From an optimization exercise on the open Yosys and OpenROAD flow, aimed at small area; shortcuts taken in it are not production practice.
In this exercise RTL edits were held to simulation tests only and were not proved equivalent to the original.
Power and IR drop assume default switching activity.

==> design.v <==
package c2d_pkg;
  localparam int BYTE_W     = 8;
  localparam int WORD_W     = 16;
  localparam int LINE_WORDS = 18;   
  localparam logic [6:0] TINIT_END = 7'd100;
  localparam logic [7:0] DI_RAW8 = 8'h2A;
  localparam logic [7:0] WC_LO   = 8'd36;
endpackage
`timescale 1ns/1ps
module c2d_top (
  input  logic                       core_clk_i,
  input  logic                       rst_n_i,
  input  logic                       fv_i,
  input  logic                       lv_i,
  input  logic                       dvalid_i,
  input  logic [c2d_pkg::BYTE_W-1:0] pixdata_d1_i,
  input  logic [c2d_pkg::BYTE_W-1:0] pixdata_d0_i,
  output logic                       tinit_done_o,
  output logic                       lp_p_o,
  output logic                       lp_n_o,
  output logic                       hs_data_en_o,
  output logic [15:0]                hs_data_o,
  output logic                       d_hs_req_o,
  output logic                       d_hs_ack_o
);
  localparam int N = c2d_pkg::LINE_WORDS;
  logic [1:0] sync_q;
  logic       rstn;
  always_ff @(posedge core_clk_i or negedge rst_n_i) begin
    if (!rst_n_i) sync_q <= '0;
    else          sync_q <= {sync_q[0], 1'b1};
  end
  assign rstn = sync_q[1];
  logic fv_q, lv_q, armed_q;
  logic fv_rise, fv_fall, lv_fall;
  logic ev_fs, ev_fe, ev_line;
  logic push;
  assign fv_rise = fv_i && !fv_q;
  assign fv_fall = !fv_i && fv_q;
  assign lv_fall = !lv_i && lv_q;
  assign ev_fs   = fv_rise && tinit_done_o;
  assign ev_fe   = armed_q && fv_fall;
  assign ev_line = armed_q && lv_fall;
  assign push    = armed_q && lv_i && dvalid_i;
  always_ff @(posedge core_clk_i) begin
    fv_q <= fv_i;
    lv_q <= lv_i;
  end
  always_ff @(posedge core_clk_i or negedge rstn) begin
    if (!rstn) begin
      armed_q <= 1'b0;
    end else begin
      if (ev_fs)        armed_q <= 1'b1;
      else if (fv_fall) armed_q <= 1'b0;
    end
  end
  localparam logic [5:0] Q_POP  = 6'd40;
  localparam logic [5:0] Q_IDLE = 6'd18;
  logic [5:0] q;
  logic [1:0] pend_q;   
  logic       long_q;
  logic       fe_q;
  logic       pop_evt;
  logic       pay;
  assign pop_evt = (q == Q_POP);
  assign pay     = ((q >= 6'd59) || (q <= 6'd12));
  always_ff @(posedge core_clk_i or negedge rstn) begin
    if (!rstn) begin
      q      <= Q_IDLE;
      pend_q <= 2'd0;
    end else begin
      if (q == Q_IDLE) begin
        if (pend_q != 2'd0) q <= Q_POP;
      end else if (q == 6'd58 && !long_q) begin
        q <= 6'd14;
      end else begin
        q <= q + 1'b1;
      end
      if (ev_fs)        pend_q <= 2'd1;
      else if (ev_fe)   pend_q <= 2'd2;
      else if (ev_line) pend_q <= 2'd3;
      else if (pop_evt) pend_q <= 2'd0;
    end
  end
  always_ff @(posedge core_clk_i) begin
    if (pop_evt) begin
      long_q <= (pend_q == 2'd3);
      fe_q   <= (pend_q == 2'd2);
    end
  end
  logic [15:0] frame_q;
  logic        tdone_q;
  always_ff @(posedge core_clk_i or negedge rstn) begin
    if (!rstn) begin
      frame_q <= 16'hFF9C;
      tdone_q <= 1'b0;
    end else begin
      if (!tdone_q || (pop_evt && pend_q == 2'd1)) frame_q <= frame_q + 1'b1;
      if (&frame_q[6:0]) tdone_q <= 1'b1;   
    end
  end
  assign tinit_done_o = tdone_q;
  logic [15:0]  buf_q [N];
  logic [N-1:0] upper;   
  logic [N-1:0] sh;      
  logic [N-1:0] sh_n;
  logic [15:0]  head;
  assign head = buf_q[N-1];
  always_comb begin
    for (int i = 0; i < N; i++) begin
      upper[i] = 1'b0;
      if (i == 0) upper[i] = 1'b0;
      if (i == 1) upper[i] = (q == 6'd59);
      if (i == 2) upper[i] = ((q >= 6'd59) && (q <= 6'd60));
      if (i == 3) upper[i] = ((q >= 6'd59) && (q <= 6'd61));
      if (i == 4) upper[i] = ((q >= 6'd59) && (q <= 6'd62));
      if (i == 5) upper[i] = (q >= 6'd59);
      if (i == 6) upper[i] = ((q >= 6'd59) || (q <= 6'd0));
      if (i == 7) upper[i] = ((q >= 6'd59) || (q <= 6'd1));
      if (i == 8) upper[i] = ((q >= 6'd59) || (q <= 6'd2));
      if (i == 9) upper[i] = ((q >= 6'd59) || (q <= 6'd3));
      if (i == 10) upper[i] = ((q >= 6'd59) || (q <= 6'd4));
      if (i == 11) upper[i] = ((q >= 6'd59) || (q <= 6'd5));
      if (i == 12) upper[i] = ((q >= 6'd59) || (q <= 6'd6));
      if (i == 13) upper[i] = ((q >= 6'd59) || (q <= 6'd7));
      if (i == 14) upper[i] = ((q >= 6'd59) || (q <= 6'd8));
      if (i == 15) upper[i] = ((q >= 6'd59) || (q <= 6'd9));
      if (i == 16) upper[i] = ((q >= 6'd59) || (q <= 6'd10));
      if (i == 17) upper[i] = ((q >= 6'd59) || (q <= 6'd11));
      sh[i]    = push || upper[i];
      sh_n[i]  = !sh[i];
    end
  end
  always_ff @(posedge core_clk_i) begin
    buf_q[0] <= ({16{sh_n[0]}} | {pixdata_d1_i, pixdata_d0_i}) & ({16{sh[0]}} | buf_q[0]);
    for (int i = 1; i < N; i++) begin
      buf_q[i] <= ({16{sh_n[i]}} | buf_q[i-1]) & ({16{sh[i]}} | buf_q[i]);
    end
  end
  function automatic logic [15:0] crc_byte(input logic [15:0] crc_in, input logic [7:0] data);
    logic [15:0] c;
    c = crc_in;
    for (int i = 0; i < 8; i++) begin
      if (c[0] ^ data[i]) c = (c >> 1) ^ 16'h8408;
      else                c = c >> 1;
    end
    crc_byte = c;
  endfunction
  function automatic logic [5:0] ecc6(input logic [23:0] d);
    logic [5:0] p;
    p[0] = ^(d & 24'hF12CB7);
    p[1] = ^(d & 24'hF2555B);
    p[2] = ^(d & 24'h749A6D);
    p[3] = ^(d & 24'hB8E38E);
    p[4] = ^(d & 24'hDF03F0);
    p[5] = ^(d & 24'hEFFC00);
    ecc6 = p;
  endfunction
  logic [15:0] crc_q;
  logic [15:0] crc_next;
  logic        trail;
  assign crc_next = crc_byte(crc_byte(crc_q, head[7:0]), head[15:8]);
  assign trail    = ((q >= 6'd13) && (q <= 6'd17));
  always_ff @(posedge core_clk_i) begin
    for (int i = 0; i < 16; i++) begin
      if (pay)                             crc_q[i] <= crc_next[i];
      else if (!(trail && (i % 8 == 7)))   crc_q[i] <= 1'b1;
    end
  end
  localparam logic [5:0] ECC_LONG = ecc6({8'd0, c2d_pkg::WC_LO, c2d_pkg::DI_RAW8});
  logic [15:0] hdr0, hdr1;
  assign hdr0 = long_q ? {c2d_pkg::WC_LO, c2d_pkg::DI_RAW8} : {frame_q[7:0], 7'd0, fe_q};
  assign hdr1 = long_q ? {2'b00, ECC_LONG, 8'd0}
                       : {2'b00, ecc6({frame_q, 7'd0, fe_q}), frame_q[15:8]};
  logic tr0, tr1;
  assign tr0 = long_q ? ~crc_q[7]  : ~frame_q[15];
  assign tr1 = long_q ? ~crc_q[15] : 1'b1;
  assign hs_data_en_o = ((q >= 6'd50) || (q <= 6'd17));
  assign d_hs_ack_o   = ((q >= 6'd56) || (q <= 6'd17));
  assign d_hs_req_o   = ((q >= 6'd41) || (q <= 6'd13));
  assign lp_p_o       = ((q >= 6'd18) && (q <= 6'd42));
  assign lp_n_o       = ((q >= 6'd18) && (q <= 6'd46));
  always_comb begin
    if (pay)                  hs_data_o = head;
    else if (q == 6'd13)    hs_data_o = crc_q;
    else if (q == 6'd57)    hs_data_o = hdr0;
    else if (q == 6'd58)    hs_data_o = hdr1;
    else if (q == 6'd56)    hs_data_o = 16'hB8B8;
    else if (((q >= 6'd14) && (q <= 6'd17))) hs_data_o = {{8{tr1}}, {8{tr0}}};
    else                      hs_data_o = 16'h0000;
  end
endmodule
==> flow/run.sh <==
#!/bin/bash
# Standard synthesis and layout, with small port buffers and a clock tree
# built without dummy loads. Each tool's output goes to a log file here.
set -euo pipefail
export BUFFER_PORTS_ARGS="-buffer_cell sky130_fd_sc_hd__buf_1"
export CTS_ARGS="-sink_clustering_enable -repair_clock_nets -dont_use_dummy_load -sink_clustering_size 20 -sink_clustering_max_diameter 60 -buf_list sky130_fd_sc_hd__clkbuf_8"
bash standard.sh synth > synth.log 2>&1
bash standard.sh finish > layout.log 2>&1
==> standard.sh <==
#!/bin/bash
# synth_recipe.tcl (not shown) runs the flow's synth.tcl, then flattens the netlist and writes it again
# the make line also repeats each setting of config.mk as NAME=value (left out here)
make -C /OpenROAD-flow-scripts/flow DESIGN_CONFIG=/design/flow/config.mk WORK_HOME=/design/flow/orfs CLKGATE_MAP_FILE= SYNTH_SCRIPT=/design/flow/synth_recipe.tcl "${@:-finish}"
==> config.mk <==
export PLATFORM = sky130hd
export DESIGN_NAME = c2d_top
export DESIGN_NICKNAME = c2d_top
export VERILOG_FILES = /design/flow/design.v
export SDC_FILE = /design/flow/constraint.sdc
export NUM_CORES = 4
export LEC_CHECK = 0
export CAP_MARGIN = 20
export CORE_MARGIN = 2
export CORE_UTILIZATION = 80
export PLACE_DENSITY = 0.88
export SLEW_MARGIN = 20
==> constraint.sdc <==
create_clock -name core_clock -period 6.0 [get_ports {core_clk_i}]
set_input_delay 1.2000 -clock core_clock [delete_from_list [all_inputs] [get_ports {core_clk_i}]]
set_output_delay 1.2000 -clock core_clock [all_outputs]
set_load 0.01 [all_outputs]
==> key figures, run 1 <==
Die
  • Num ports: 43
  • Starting Density: 81.27%
  • Die height: approximately 130 um
  • Die X: 127.8 um
  • Row cnt: 45

Place
  • Post-DP HPWL: between 15 and 20 mm
  • Port buffer count: 42
  • GP Congestion: 1.038

Synthesis
  • Synth top area cells: edfxtp_1 (72%), xnor2_1 (4.6%), dfstp_2 (3.0%)
  • Synth Net Count: 740
  • Synth area leader: edfxtp_1
  • Distinct cells, synth: 61
  • Largest family of logic cells by synthesized area: XOR/XNOR gates
  • Adder-Cell Fraction of Synth Area: 1.122%
  • Post-synth top area share: a little under three quarters
  • Ys async rst share: 8.333%
  • List of most frequent post-synthesis cells: edfxtp_1 (292), xnor2_1 (64), nand2_1 (55)
  • Netlist Area Pre-Place: 0.01226 mm2
  • Synth Area in Simple Gates: 6.101%
  • Seq/Total Area, Yosys: 79.97%
  • Synthesized flop and latch total: 336
  • Most frequent cell after synthesis: edfxtp_1
  • Post-synthesis mux area share: 0.09183%
  • Cells after Synth: 708
  • Synth Flop Type: edfxtp_1
  • Synth Area in Compound Gates: ~4.6%
  • Post-synth EDFFs: between 200 and 300
  • Yosys warns: 2
  • Synth Area per Inst: about 17 um2
  • XOR/XNOR Fraction of Synth Area: 7.132%

Outcome
  • Outcome: did not finish
  • Run Error: [ERROR DPL-0033] detailed placement checks failed during check placement.
  • Stage reached: 3_5_place_dp
how the worst max path moves through the flow:
stage             from            end  slack (ps)  cells after the start
global placement  q[1]  hs_data_o[14]        2410                     10
floorplan         q[0]  hs_data_o[12]        2780                      8
power groups by stage:
stage	Combinational [mW]	Sequential, mW	Clock, mW
2_1_floorplan	0.000814	2.56	0
3_3_place_gp	0.00567	2.56	0
through the flow:
step / hold WS, ps / instance area (um2) / worst slack, ps
3_3_place_gp: 336.3 / 12640 / 2406
2_1_floorplan: 323.1 / 12260 / 2776
cells by family after synthesis:
| group | count (synthesis) |
|---|---|
| buffers and inverters | 27 |
| and+or+nand+nor | 152 |
| adders and majority gates | 11 |
| AOI/OAI and AO/OA | 86 |
| xor gates and xnor gates | 94 |
| other | 1 |
| DFF | 336 |
| muxes | 1 |
==> inputs of run 2 (changes only) <==
--- a/config.mk
+++ b/config.mk
@@ -9,4 +9,4 @@
 export CORE_MARGIN = 2
-export CORE_UTILIZATION = 80
-export PLACE_DENSITY = 0.88
+export CORE_UTILIZATION = 55
+export PLACE_DENSITY = 0.65
 export SLEW_MARGIN = 20
==> key figures, run 2 <==
Route
  • Post-DR wirelength/cell: 18.98 um
  • Antenna-violating nets left: 0
  • Detailed router's first-iteration violation count: 449
  • Initial DRT Pass Iterations: 6
  • Vias per cell: 5.440
  • Final WL: around 20 mm
  • DRC Markers: 0
  • Vias: 5,668

Final layout
  • Utilization after layout: 59.93%
  • Share of cells above drive strength 1: under 10%
  • P&R area growth vs syn: 6.652%
  • Most common cell after layout, fill and taps aside: edfxtp_1
  • Diodes inserted: 0
  • Post-route cell area: 0.01308 mm2
  • Commonest non-fill, non-tap cells in the layout: edfxtp_1 (292), xnor2_1 (64), nand2_1 (55)
  • Layout net count: 796

Synthesis
  • Distinct cells, synth: 61 (unchanged)
  • Synth Flop Type: edfxtp_1
  • Synthesized flop and latch total: 336 (unchanged)
  • Netlist Area Pre-Place: 0.01226 mm2 (unchanged)
  • List of most frequent post-synthesis cells: edfxtp_1 (292), xnor2_1 (64), nand2_1 (55)
  • Seq/Total Area, Yosys: 79.97% (unchanged)
  • Post-synth EDFFs: 292 (unchanged)
  • Cells after Synth: 708 (unchanged)
  • Synth Net Count: 740 (unchanged)
  • Synth top area cells: edfxtp_1 (72%), xnor2_1 (4.6%), dfstp_2 (3.0%)
  • Post-synth top area share: 71.50% (unchanged)
  • Yosys warns: 2 (unchanged)
  • Synth Area per Inst: 17.32 um2 (unchanged)
  • Synth area leader: edfxtp_1
  • Ys async rst share: 8.333% (unchanged)
  • Most frequent cell after synthesis: edfxtp_1

CTS
  • Reg clk slew, reported paths: 110 ps
  • Hold Buf Count CTS: 0
  • Postcts setup bufs: 0
  • Root Driver: clkbuf_8
  • Clock sink count: 336
  • CTS tree: built
  • Clock latency on the worst-skew pair: 570 ps
  • H-tree Lvls: 1
  • PostCTS Resize Cnt: 0
  • Clock buffer depth: 3
  • CTS buffer count: 24

Power
  • Power per cell area: approximately 270 mW/mm2
  • Max VDD drop: 0.2074 mV
  • Lkg Pwr: 4.271 nW

Hold path
  • Worst hold path class: reg -> async

Critical path
  • CP arrival: 3250 ps
  • Reg2reg setup slack: 3010 ps
  • Reg2reg start: armed_q
  • FF-to-FF path depth: 4
  • CP max-delay cell: ha_1
  • CP max stage delay: 450 ps
  • CP Max Fanout: 12
  • CP endpoint kind: output pin
  • Required time worst endpoint: 4800 ps
  • Startpoint types: register
  • Setup CP Type: reg -> out
  • Sequence of cells on the critical path: inv_1 -> ha_1 -> nor2_1 -> o31ai_1 -> nand3b_1 -> a21boi_0 -> a211oi_1 -> o22ai_1 -> buf_1

Place
  • Post-DP HPWL: 14.31 mm (-16%)
  • Setup WS pre-CTS: 2168 ps
  • GP Congestion: 0.8904 (-14%)
  • Port buffer count: 42 (unchanged)
  • Cell Area, Placed: approximately 0.013 mm2

Global routing
  • Vias in the first global route: a little under 6,000
  • First-pass GRT wire length: roughly 32 mm
  • Gr ovfl total: 0
  • Initial antenna violation count: 0
  • Largest net degree at the start of global routing: 33
  • GRT Util Overall: 17.45%

Die
  • Die height: 153.3 um (+20%)
  • Die X: 153.3 um (+20%)
  • Die area: 0.02351 mm2
  • Num ports: 43 (unchanged)
  • Starting Density: 56.19% (-25 points)
  • Row cnt: 54 (+20%)
  • Core area: 0.02182 mm2

Timing
  • Worst slew pin tran: 986.3 ps
  • Endpoints failing setup: 0
  • Slew Limit Fails: 0
  • Relative slew slack: between 30% and 40%
  • RSZ-0062 raised after global routing: false
  • Number of hold violations in the final report: 0
  • Final WS setup: 1550 ps
  • Fmax: 224.7 MHz
  • Crit share post-route: 74.17%
  • Setup TNS Final: 0 ps
  • Layout Skew: 87.24 ps
  • Min Clock Period, post-route: 4450 ps

Outcome
  • Outcome: finished clean

Flow run
  • Max-cap violations: 0
-- run 2: power breakdown --
group	internal (mW)	switching [mW]	leakage (nW)	total, mW
clock	0.359	0.629	0.173	0.989
sequential	2.50	0.00360	3.08	2.51
combinational	0.00337	0.00281	1.02	0.00618
-- run 2: how the worst max path moves through the flow --
stage                     start            end  depth (start not counted)
after floorplan            q[0]  hs_data_o[12]                          8
after global placement     lv_i       register                          5
after detailed placement   lv_i       register                          5
after CTS                  q[1]  hs_data_o[12]                          8
after global routing       q[2]  hs_data_o[12]                          6
final                      q[1]   hs_data_o[5]                          9
-- run 2: through the flow --
| step | std cells | hold WS [ps] | power [mW] |
|---|---|---|---|
| finish | 1042 | 267.8 | 3.503 |
| CTS | 1042 | 362.5 | 3.540 |
| detailed placement | 1018 | 360.8 | 2.567 |
| floorplan | 708 | 323.1 | 2.560 |
| global placement | 1018 | 335.1 | 2.566 |
| global route | 1042 | 318.8 | 3.629 |
-- run 2: logic make-up after synthesis --
kind of cell / synth area share, %
adder cells (fa/ha/maj): 1.122
AND/OR/NAND/NOR: 6.101
flip-flops: 79.97
AO/OA/AOI/OAI: 4.561
XOR/XNOR: 7.132
other: 0.03058
multiplexers: 0.09182
buffers and inverters: 0.9896
-- run 2: final cells by class --
cell class                      count  area, um2
Clock buffer                       24      330.3
Inverter                            8      30.03
Multi-Input combinational cell    345       2350
Timing Repair Buffer               49      210.2
Sequential cell                   336       9808
Fill cell                        1622       8745
Tap cell                          280      350.3
-- run 2: critical path, delay by kind of cell (launching register included) --
kind | cells | cell delay (ps)
and+or+nand+nor | 2 | 380
adders and majority gates | 1 | 450
buffers and inverters | 2 | 300
DFF | 1 | 420
AOI/OAI and AO/OA | 4 | 1130
-- run 2: per-layer routing --
layer / track usage [%] / wire length [um] / part of all wire (%) / up-vias
met5: 0 / 0 / 0 / -
met4: 5.071 / 594 / 3.0 / 0
met3: 2.665 / 822 / 4.2 / 34
met2: 31.23 / 10310 / 52 / 130
met1: 22.21 / 8058 / 41 / 2808
li1: - / - / - / 2696
==> inputs of run 3 (changes only) <==
--- a/config.mk
+++ b/config.mk
@@ -9,4 +9,4 @@
 export CORE_MARGIN = 2
-export CORE_UTILIZATION = 55
-export PLACE_DENSITY = 0.65
+export CORE_UTILIZATION = 65
+export PLACE_DENSITY = 0.75
 export SLEW_MARGIN = 20
==> key figures, run 3 <==
Timing
  • Endpoints failing setup: 0 (unchanged)
  • Slew Limit Fails: 0 (unchanged)
  • Relative slew slack: 39.93% (+5.9 points)
  • Setup TNS Final: 0 ps (unchanged)
  • Worst slew pin tran: 901.0 ps (-85.37 ps)
  • Layout Skew: 87.88 ps (+0.6411 ps)
  • RSZ-0062 raised after global routing: false
  • Crit share post-route: 74.06% (-0.11 points)
  • Fmax: 225.1 MHz (+0.15%)
  • Number of hold violations in the final report: 0 (unchanged)
  • Min Clock Period, post-route: 4443 ps (-6.730 ps)

Global routing
  • Largest net degree at the start of global routing: 33 (unchanged)
  • Gr ovfl total: 0 (unchanged)
  • Vias in the first global route: 5,907 (+1.1%)
  • First-pass GRT wire length: 31.01 mm (-3.2%)
  • GRT Util Overall: 20.21% (+2.8 points)
  • Initial antenna violation count: 0 (unchanged)

Outcome
  • Outcome: finished clean

Die
  • Die X: 141.4 um (-7.8%)
  • Core area: 0.01858 mm2 (-15%)
  • Die area: 0.01998 mm2 (-15%)
  • Num ports: 43 (unchanged)
  • Die height: 141.4 um (-7.8%)
  • Starting Density: 66.00% (+9.8 points)
  • Row cnt: 50 (-7.4%)

Synthesis
  • Synth Area per Inst: 17.32 um2 (unchanged)
  • Ys async rst share: 8.333% (unchanged)
  • List of most frequent post-synthesis cells: edfxtp_1 (292), xnor2_1 (64), nand2_1 (55)
  • Distinct cells, synth: 61 (unchanged)
  • Post-synth top area share: 71.50% (unchanged)
  • Synth area leader: edfxtp_1
  • Post-synth EDFFs: 292 (unchanged)
  • Synth top area cells: edfxtp_1 (72%), xnor2_1 (4.6%), dfstp_2 (3.0%)
  • Yosys warns: 2 (unchanged)
  • Seq/Total Area, Yosys: 79.97% (unchanged)
  • Synth Net Count: 740 (unchanged)
  • Synth Flop Type: edfxtp_1
  • Synthesized flop and latch total: 336 (unchanged)
  • Cells after Synth: 708 (unchanged)
  • Most frequent cell after synthesis: edfxtp_1
  • Netlist Area Pre-Place: 0.01226 mm2 (unchanged)

Critical path
  • Required time worst endpoint: 4800 ps (about the same)
  • CP endpoint kind: output pin
  • Sequence of cells on the critical path: inv_1 -> ha_1 -> nor2_1 -> o31ai_1 -> nand3b_1 -> a21boi_0 -> nand2_1 -> a21oi_1 -> buf_1
  • FF-to-FF path depth: 4 (unchanged)
  • Setup CP Type: reg -> out
  • Reg2reg start: armed_q
  • CP arrival: 3240 ps (about the same)
  • Startpoint types: register
  • CP max stage delay: 450 ps (about the same)
  • CP Max Fanout: 7 (-5)
  • Reg2reg setup slack: 3120 ps (+110 ps)
  • CP max-delay cell: dfrtp_1

CTS
  • Reg clk slew, reported paths: 120 ps (about the same)
  • CTS buffer count: 23 (-4.2%)
  • CTS tree: built
  • Clock buffer depth: 3 (unchanged)
  • H-tree Lvls: 1 (unchanged)
  • PostCTS Resize Cnt: 0 (unchanged)
  • Clock sink count: 336 (unchanged)
  • Postcts setup bufs: 0 (unchanged)
  • Hold Buf Count CTS: 0 (unchanged)
  • Clock latency on the worst-skew pair: 560 ps (about the same)
  • Root Driver: clkbuf_8

Power
  • Pint: 2.853 mW (-0.49%)
  • Sequential share of power: 72.2% (+0.6 points)
  • Combinational Power Share: 0.2% (about the same)
  • Net Sw Frac: 17.81% (-0.34 points)
  • Power per cell area: 266.8 mW/mm2 (-0.38%)
  • Max VDD drop: 0.2670 mV (+29%)
  • Lkg Pwr: 4.268 nW (about the same)
  • Clock share of power: 27.6% (-0.6 points)
  • Psw: 0.6184 mW (-2.7%)

Route
  • Final WL: 19.42 mm (-1.9%)
  • Antenna-violating nets left: 0 (unchanged)
  • Vias: 5,709 (+0.72%)
  • Post-DR wirelength/cell: 19.49 um (+2.7%)
  • Detailed router's first-iteration violation count: 592 (+32%)
  • DRC Markers: 0 (unchanged)
  • Vias per cell: 5.732 (+5.4%)
  • Initial DRT Pass Iterations: 6 (unchanged)

Final layout
  • Commonest non-fill, non-tap cells in the layout: edfxtp_1 (292), xnor2_1 (64), nand2_1 (55)
  • Diodes inserted: 0 (unchanged)
  • Layout net count: 796 (unchanged)
  • Footprint of the multi-input gates: 0.002346 mm2 (-0.16%)
  • Register area: 0.009808 mm2 (unchanged)
  • Most common cell after layout, fill and taps aside: edfxtp_1
  • Share of cells above drive strength 1: 8.661% (-0.13 points)
  • Fill cell total of the finished layout: 1,193 (-26%)
  • P&R area growth vs syn: 6.101%
  • Utilization after layout: 70.03% (+10 points)

Place
  • Post-DP HPWL: 13.97 mm (-2.4%)
  • GP Congestion: 0.9685 (+8.8%)
  • Port buffer count: 42 (unchanged)

Hold path
  • Worst hold path class: reg -> async

Flow run
  • Max-cap violations: 0 (unchanged)
run 3: cell counts after synthesis:
No cell type changed its count.
run 3: how the worst max path moves through the flow:
| stage | startpoint | to | slack [ps] | cells past startpoint |
|---|---|---|---|---|
| after detailed placement | lv_i | register | 2240 | 5 |
| final | q[0] | hs_data_o[7] | 1560 | 9 |
| after global placement | lv_i | register | 2350 | 5 |
| after CTS | q[0] | hs_data_o[4] | 1610 | 9 |
| after global routing | q[0] | hs_data_o[4] | 1310 | 9 |
| after floorplan | q[0] | hs_data_o[12] | 2780 | 8 |
run 3: cell families after synthesis:
group	share of synthesized area [%]
flip-flops	79.97
AND/OR/NAND/NOR	6.101
XOR/XNOR	7.132
AO/OA/AOI/OAI	4.561
buffers and inverters	0.9896
adder cells (fa/ha/maj)	1.122
other	0.03058
multiplexers	0.09182
run 3: power by group through the flow:
stage | clock, mW | sequential, mW | combinational [mW]
global route | 1.06 | 2.51 | 0.00695
floorplan | 0 | 2.56 | 0.000814
finish | 0.957 | 2.51 | 0.00612
global placement | 0 | 2.56 | 0.00577
detailed placement | 0 | 2.56 | 0.00614
CTS | 0.989 | 2.51 | 0.00615
run 3: area by class of cell:
class                           count  area share, %
Sequential cell                   336          75.38
Multi-Input combinational cell    345          18.03
Clock buffer                       23          2.433
Tap cell                          234          2.250
Timing Repair Buffer               50          1.673
Inverter                            8         0.2308
run 3: critical path: cells and delay by family (launching register included):
kind,cells,cell delay (ps)
AOI/OAI and AO/OA,3,960
and+or+nand+nor,3,560
DFF,1,450
adders and majority gates,1,380
buffers and inverters,2,330
run 3: per-stage QoR:
| step | instances | worst slack, ps | power, mW | cell area [um2] | hold slack [ps] |
|---|---|---|---|---|---|
| 6_report | 996 | 1557 | 3.471 | 13010 | 270.4 |
| 5_1_grt | 996 | 1313 | 3.573 | 13010 | 332.2 |
| 4_1_cts | 996 | 1612 | 3.504 | 13010 | 360.1 |
| 3_5_place_dp | 973 | 2238 | 2.566 | 12690 | 343.4 |
| 3_3_place_gp | 973 | 2346 | 2.566 | 12690 | 336.9 |
| 2_1_floorplan | 708 | 2776 | 2.560 | 12260 | 323.1 |
run 3: routing by layer:
metal	track usage, %	part of all wire [%]	vias up
li1	-	-	2696
met1	25.87	41	2794
met2	36.13	52	173
met3	2.700	4.5	46
met4	6.842	3.2	0
met5	0	0	-
==> inputs of run 4 (changes only) <==
==> flow/run.sh (replaced) <==
#!/bin/bash
# Standard synthesis and layout, with small port buffers and a clock tree
# built without dummy loads. Each tool's output goes to a log file here.
set -euo pipefail
export BUFFER_PORTS_ARGS="-buffer_cell sky130_fd_sc_hd__buf_1"
export CTS_ARGS="-sink_clustering_enable -repair_clock_nets -dont_use_dummy_load -sink_clustering_size 24 -sink_clustering_max_diameter 45 -buf_list sky130_fd_sc_hd__clkbuf_8"
bash standard.sh synth > synth.log 2>&1
bash standard.sh finish > layout.log 2>&1
==> key figures, run 4 <==
Timing
  • Layout Skew: 90.45 ps (+2.570 ps)
  • RSZ-0062 raised after global routing: false
  • Slew Limit Fails: 0 (unchanged)
  • Worst slew pin tran: 907.8 ps (+6.870 ps)
  • Min Clock Period, post-route: 4443 ps (-0.6800 ps)
  • Endpoints failing setup: 0 (unchanged)
  • Fmax: 225.1 MHz (about the same)
  • Number of hold violations in the final report: 0 (unchanged)
  • Relative slew slack: 39.47% (-0.46 points)
  • Crit share post-route: 74.04% (about the same)
  • Setup TNS Final: 0 ps (unchanged)

Final layout
  • Utilization after layout: 70.47% (+0.44 points)
  • Post-route cell area: 0.01309 mm2 (+0.63%)
  • Fill cell total of the finished layout: 1,178 (-1.3%)
  • Most common cell after layout, fill and taps aside: edfxtp_1
  • Share of cells above drive strength 1: 9.375% (+0.71 points)
  • Layout net count: 802 (+0.75%)
  • P&R area growth vs syn: 6.775%
  • Diodes inserted: 0 (unchanged)
  • Commonest non-fill, non-tap cells in the layout: edfxtp_1 (292), xnor2_1 (64), nand2_1 (55)
  • Cell Count, Final, Fillers Out: 1,002 (+0.60%)

CTS
  • PostCTS Resize Cnt: 0 (unchanged)
  • Clock buffer depth: 3 (unchanged)
  • Hold Buf Count CTS: 0 (unchanged)
  • Postcts setup bufs: 0 (unchanged)
  • Reg clk slew, reported paths: 110 ps (about the same)
  • Clock sink count: 336 (unchanged)
  • CTS tree: built
  • H-tree Lvls: 1 (unchanged)
  • CTS buffer count: 29 (+26%)
  • Root Driver: clkbuf_8
  • Clock latency on the worst-skew pair: 590 ps (+30 ps)

Critical path
  • Setup CP Type: reg -> out
  • CP max stage delay: 440 ps (about the same)
  • Required time worst endpoint: 4800 ps (about the same)
  • Reg2reg start: armed_q
  • Startpoint types: register
  • Top delay family on crit path: compound AO/OA/AOI/OAI gates
  • CP arrival: 3240 ps (about the same)
  • CP bufs+invs: 2 (unchanged)
  • Reg2reg setup slack: 3090 ps (-30 ps)
  • CP max-delay cell: dfrtp_1
  • CP Max Fanout: 7 (unchanged)
  • FF-to-FF path depth: 4 (unchanged)
  • Crit path launch: q[0]
  • CP endpoint kind: output pin
  • Sequence of cells on the critical path: inv_1 -> ha_1 -> nor2_1 -> o31ai_1 -> nand3b_1 -> a21boi_0 -> nand2_1 -> a21oi_1 -> buf_1

Die
  • Core area: 0.01858 mm2 (unchanged)
  • Die area: 0.01998 mm2 (unchanged)
  • Num ports: 43 (unchanged)
  • Row cnt: 50 (unchanged)
  • Starting Density: 66.00% (unchanged)
  • Die X: 141.4 um (unchanged)
  • Die height: 141.4 um (unchanged)

Route
  • Initial DRT Pass Iterations: 5 (-1)
  • Antenna-violating nets left: 0 (unchanged)
  • Post-DR wirelength/cell: 19.42 um (-0.37%)
  • Detailed router's first-iteration violation count: 552 (-6.8%)
  • Vias per cell: 5.727 (about the same)
  • Vias: 5,738 (+0.51%)
  • Final WL: 19.46 mm (+0.23%)
  • DRC Markers: 0 (unchanged)

Synthesis
  • Distinct cells, synth: 61 (unchanged)
  • Post-synth top area share: 71.50% (unchanged)
  • Post-synthesis mux area share: 0.09183% (unchanged)
  • Largest family of logic cells by synthesized area: XOR/XNOR gates
  • Seq/Total Area, Yosys: 79.97% (unchanged)
  • Synth Net Count: 740 (unchanged)
  • Ys async rst share: 8.333% (unchanged)
  • Cells after Synth: 708 (unchanged)
  • Synth area leader: edfxtp_1
  • Most frequent cell after synthesis: edfxtp_1
  • Synth Area in Simple Gates: 6.101% (unchanged)
  • List of most frequent post-synthesis cells: edfxtp_1 (292), xnor2_1 (64), nand2_1 (55)
  • Post-synth EDFFs: 292 (unchanged)
  • Synth Flop Type: edfxtp_1
  • Adder-Cell Fraction of Synth Area: 1.122% (unchanged)
  • Synth Area per Inst: 17.32 um2 (unchanged)
  • Netlist Area Pre-Place: 0.01226 mm2 (unchanged)
  • XOR/XNOR Fraction of Synth Area: 7.132% (unchanged)
  • Synth Area in Compound Gates: 4.561% (unchanged)
  • Synth top area cells: edfxtp_1 (72%), xnor2_1 (4.6%), dfstp_2 (3.0%)
  • Synthesized flop and latch total: 336 (unchanged)
  • Yosys warns: 2 (unchanged)

Power
  • Clock share of power: 29.6% (+2.0 points)
  • Pint: 2.937 mW (+2.9%)
  • Lkg Pwr: 4.311 nW (+1.0%)
  • Combinational Power Share: 0.2% (about the same)
  • Net Sw Frac: 17.79% (-0.021 points)
  • Pwr Total: 3.573 mW (+2.9%)
  • Max VDD drop: 0.2676 mV (+0.23%)
  • Psw: 0.6357 mW (+2.8%)
  • Sequential share of power: 70.2% (-2.0 points)
  • Power per cell area: 272.9 mW/mm2 (+2.3%)

Global routing
  • Initial antenna violation count: 0 (unchanged)
  • GRT Util Overall: 20.26% (+0.053 points)
  • First-pass GRT wire length: 31.08 mm (+0.25%)
  • Largest net degree at the start of global routing: 33 (unchanged)
  • GR Util met3: 2.936% (+0.24 points)
  • Vias in the first global route: 5,942 (+0.59%)
  • Gr ovfl total: 0 (unchanged)
  • GRT met2 Usage: 36.89% (+0.77 points)
  • Gr busiest metal: met2
  • Grt met1 use: 25.57% (-0.30 points)

Outcome
  • Outcome: finished clean

Place
  • GP Congestion: 0.9685 (unchanged)
  • Placed Cells incl. Taps: 973 (unchanged)
  • Port buffer count: 42 (unchanged)
  • Post-DP HPWL: 13.97 mm (unchanged)
  • Cell Area, Placed: 0.01269 mm2 (unchanged)

Flow run
  • Max-cap violations: 0 (unchanged)

Hold path
  • Worst hold path class: reg -> async
-- run 4: cell counts after synthesis --
No cell type changed its count.
-- run 4: logic make-up after synthesis --
logic type,Yosys count
AO/OA/AOI/OAI,86
XOR/XNOR,94
adder cells (fa/ha/maj),11
buffers and inverters,27
flip-flops,336
multiplexers,1
other,1
AND/OR/NAND/NOR,152
-- run 4: worst max path at each step --
| stage | endpoint | cells after the start |
|---|---|---|
| 5_1_grt | hs_data_o[4] | 9 |
| 3_5_place_dp | register | 5 |
| 6_report | hs_data_o[7] | 9 |
| 2_1_floorplan | hs_data_o[12] | 8 |
| 3_3_place_gp | register | 5 |
| 4_1_cts | hs_data_o[4] | 9 |
-- run 4: final cells by class --
class                      count  area (um2)  area share, %
clock buffer                  29       399.1          3.048
multi-input combinational    345        2346          17.92
inverter                       8       30.03         0.2293
timing repair buffer          50       217.7          1.663
sequential                   336        9808          74.91
tap                          234       292.8          2.236
-- run 4: worst register-to-register path, stage by stage, from the launching register on --
cell	delay, ps
dfrtp_1	410
nand3_1	180
inv_1	350
nor2_1	820
nand2_1	700
-- run 4: through the flow --
stage | hold WS [ps] | setup slack, ps
after floorplan | 323.1 | 2776
after detailed placement | 343.4 | 2238
final | 287.4 | 1557
after global placement | 336.9 | 2346
after global routing | 341.3 | 1313
after CTS | 337.0 | 1596
-- run 4: per-layer routing --
layer	routed length [um]	share of wire, %	vias to the layer above
li1	-	-	2712
met1	7745	40	2834
met2	10210	52	153
met3	902	4.6	39
met4	599	3.1	0
met5	0	0	-
-- run 4: power by group through the flow --
stage	logic, mW	clock network [mW]	registers [mW]
detailed placement	0.00614	0	2.56
global route	0.00695	1.16	2.51
finish	0.00614	1.06	2.51
CTS	0.00615	1.09	2.51
floorplan	0.000814	0	2.56
global placement	0.00577	0	2.56
==> inputs of run 5 (changes only) <==
==> flow/run.sh (replaced) <==
#!/bin/bash
# Standard synthesis and layout, with small port buffers and a clock tree
# built without dummy loads. Each tool's output goes to a log file here.
set -euo pipefail
export BUFFER_PORTS_ARGS="-buffer_cell sky130_fd_sc_hd__buf_1"
export CTS_ARGS="-sink_clustering_enable -repair_clock_nets -dont_use_dummy_load -sink_clustering_size 16 -sink_clustering_max_diameter 50 -buf_list {sky130_fd_sc_hd__clkbuf_4 sky130_fd_sc_hd__clkbuf_8}"
bash standard.sh synth > synth.log 2>&1
bash standard.sh finish > layout.log 2>&1
==> key figures, run 5 <==
Route
  • Vias per cell: 5.750 (+0.40%)
  • Initial DRT Pass Iterations: 6 (+1)
  • Detailed router's first-iteration violation count: 558 (+1.1%)
  • DRC Markers: 0 (unchanged)
  • Vias: 5,761 (+0.40%)
  • Final WL: 19.67 mm (+1.1%)
  • Antenna-violating nets left: 0 (unchanged)
  • Post-DR wirelength/cell: 19.63 um (+1.1%)

Global routing
  • Gr ovfl total: 0 (unchanged)
  • Initial antenna violation count: 0 (unchanged)
  • Vias in the first global route: 6,024 (+1.4%)
  • First-pass GRT wire length: 31.49 mm (+1.3%)
  • Largest net degree at the start of global routing: 33 (unchanged)
  • GRT Util Overall: 20.48% (+0.22 points)

Timing
  • Final WS setup: 1568 ps (+10.91 ps)
  • Crit share post-route: 73.86% (-0.18 points)
  • Endpoints failing setup: 0 (unchanged)
  • Worst slew pin tran: 936.4 ps (+28.56 ps)
  • Fmax: 225.6 MHz (+0.25%)
  • RSZ-0062 raised after global routing: false
  • Layout Skew: 51.67 ps (-38.77 ps)
  • Min Clock Period, post-route: 4432 ps (-10.91 ps)
  • Hold WS: 257.6 ps (-29.86 ps)
  • Slew Limit Fails: 0 (unchanged)
  • Number of hold violations in the final report: 0 (unchanged)
  • Setup TNS Final: 0 ps (unchanged)
  • Relative slew slack: 37.57% (-1.9 points)

Place
  • Post-DP HPWL: 13.97 mm (unchanged)
  • Cell Area, Placed: 0.01269 mm2 (unchanged)
  • Port buffer count: 42 (unchanged)
  • GP Congestion: 0.9685 (unchanged)
  • Setup WS pre-CTS: 2238 ps (unchanged)

Synthesis
  • Synth Flop Type: edfxtp_1
  • Post-synth top area share: 71.50% (unchanged)
  • Ys async rst share: 8.333% (unchanged)
  • Synth area leader: edfxtp_1
  • Synthesized flop and latch total: 336 (unchanged)
  • Post-synth EDFFs: 292 (unchanged)
  • Most frequent cell after synthesis: edfxtp_1
  • Yosys warns: 2 (unchanged)
  • Synth Area per Inst: 17.32 um2 (unchanged)
  • Synth Net Count: 740 (unchanged)
  • Cells after Synth: 708 (unchanged)
  • List of most frequent post-synthesis cells: edfxtp_1 (292), xnor2_1 (64), nand2_1 (55)
  • Distinct cells, synth: 61 (unchanged)
  • Netlist Area Pre-Place: 0.01226 mm2 (unchanged)
  • Seq/Total Area, Yosys: 79.97% (unchanged)
  • Synth top area cells: edfxtp_1 (72%), xnor2_1 (4.6%), dfstp_2 (3.0%)

Die
  • Num ports: 43 (unchanged)
  • Die height: 141.4 um (unchanged)
  • Starting Density: 66.00% (unchanged)
  • Die area: 0.01998 mm2 (unchanged)
  • Row cnt: 50 (unchanged)
  • Die X: 141.4 um (unchanged)
  • Core area: 0.01858 mm2 (unchanged)

Final layout
  • Share of cells above drive strength 1: 9.375% (unchanged)
  • Commonest non-fill, non-tap cells in the layout: edfxtp_1 (292), xnor2_1 (64), nand2_1 (55)
  • P&R area growth vs syn: 6.775% (unchanged)
  • Layout net count: 802 (unchanged)
  • Utilization after layout: 70.47% (unchanged)
  • Post-route cell area: 0.01309 mm2 (unchanged)
  • Diodes inserted: 0 (unchanged)
  • Most common cell after layout, fill and taps aside: edfxtp_1

CTS
  • Hold Buf Count CTS: 0 (unchanged)
  • Clock latency on the worst-skew pair: 560 ps (-30 ps)
  • CTS buffer count: 29 (unchanged)
  • Root Driver: clkbuf_8
  • Clock buffer depth: 3 (unchanged)
  • CTS tree: built
  • Reg clk slew, reported paths: 100 ps (about the same)
  • PostCTS Resize Cnt: 0 (unchanged)
  • Postcts setup bufs: 0 (unchanged)
  • H-tree Lvls: 1 (unchanged)
  • Clock sink count: 336 (unchanged)

Critical path
  • CP arrival: 3230 ps (about the same)
  • Required time worst endpoint: 4800 ps (about the same)
  • Startpoint types: register
  • CP Max Fanout: 7 (unchanged)
  • Reg2reg setup slack: 3090 ps (about the same)
  • CP endpoint kind: output pin
  • Setup CP Type: reg -> out

Outcome
  • Outcome: finished clean

Flow run
  • Max-cap violations: 0 (unchanged)

Hold path
  • Worst hold path class: reg -> async

Power
  • Max VDD drop: 0.2177 mV (-19%)
  • Lkg Pwr: 4.311 nW (unchanged)
  • Power per cell area: 273.3 mW/mm2 (+0.15%)
## run 5: cell counts in the layout (fill, tap and decap cells not counted)
Identical to the previous run, type by type.
## run 5: worst paths after layout
check                           startpoint      endpoint  cells after the start
worst max-delay path                  q[0]  hs_data_o[7]                      9
worst min-delay path             sync_q[1]       armed_q                      0
worst max register to register     armed_q      register                      4
worst min register to register   sync_q[1]       armed_q                      0
max in group asynchronous        sync_q[1]    frame_q[2]                      0
min in group core_clock          sync_q[0]     sync_q[1]                      0
## run 5: routing by layer
| layer | track usage, % | up-vias | share of wire, % | routed length [um] |
|---|---|---|---|---|
| met5 | 0 | - | 0 | 0 |
| met4 | 5.579 | 0 | 2.4 | 473 |
| met3 | 3.037 | 36 | 5.1 | 1000 |
| met2 | 37.15 | 182 | 52 | 10300 |
| met1 | 26.13 | 2836 | 40 | 7892 |
| li1 | - | 2707 | - | - |
## run 5: critical path: stages (launching register included)
cell      delay (ps)
dfrtp_1          440
inv_1            150
ha_1             380
nor2_1           180
o31ai_1          410
nand3b_1         230
a21boi_0         380
nand2_1          150
a21oi_1          190
buf_1            180
## run 5: per-stage QoR
stage	cells	total power, mW
2_1_floorplan	708	2.560
3_3_place_gp	973	2.566
3_5_place_dp	973	2.566
4_1_cts	1002	3.612
5_1_grt	1002	3.691
6_report	1002	3.578
## run 5: power breakdown
part	internal, mW	switching (mW)	leakage (nW)
clock network	0.429	0.634	0.209
logic	0.00337	0.00280	1.02
registers	2.50	0.00360	3.08
total	2.94	0.641	4.31
## run 5: logic make-up after synthesis
kind of cell | Yosys count | share of synthesized area, %
mux | 1 | 0.09182
compound gates | 86 | 4.561
buf+inv | 27 | 0.9896
fa+ha+maj | 11 | 1.122
other cells | 1 | 0.03058
flops | 336 | 79.97
xor+xnor | 94 | 7.132
simple gates | 152 | 6.101
## run 5: cell type report
| class | instances | area (um2) |
|---|---|---|
| Tap cell | 234 | 292.8 |
| Timing Repair Buffer | 50 | 217.7 |
| Multi-Input combinational cell | 345 | 2346 |
| Fill cell | 1178 | 5487 |
| Clock buffer | 29 | 399.1 |
| Inverter | 8 | 30.03 |
| Sequential cell | 336 | 9808 |

-- afterwards: timing with drivers on the ports --
No port has a modelled driver above. Below, the same layouts with a new extraction and two added sets of constraints. Step 1 (the two cells are an assumption about what drives the block):
set clk [get_ports {core_clk_i}]
set_driving_cell -lib_cell sky130_fd_sc_hd__clkbuf_16 $clk
set_driving_cell -lib_cell sky130_fd_sc_hd__buf_2 [delete_from_list [all_inputs] $clk]
Step 2 times the ports against the registers' clock, not the clock port: input delays grow and output delays shrink by t, the midpoint of the rising clock arrivals with the driver on. Three values: ideal ports, drivers, drivers and shift; two values: the first two.
run	shift t [ns]	setup WS [ns]	worst setup path at the end	worst register clock-pin slew, ns
run 2	0.566	1.550 / 1.511 / 2.076	register to output	0.11 / 0.11
run 3	0.561	1.557 / 1.516 / 2.077	register to output	0.12 / 0.12
run 4	0.584	1.557 / 1.518 / 2.102	register to output	0.11 / 0.11
run 5	0.576	1.568 / 1.528 / 2.103	register to output	0.10 / 0.10
After both steps setup and hold are still met in every run listed.
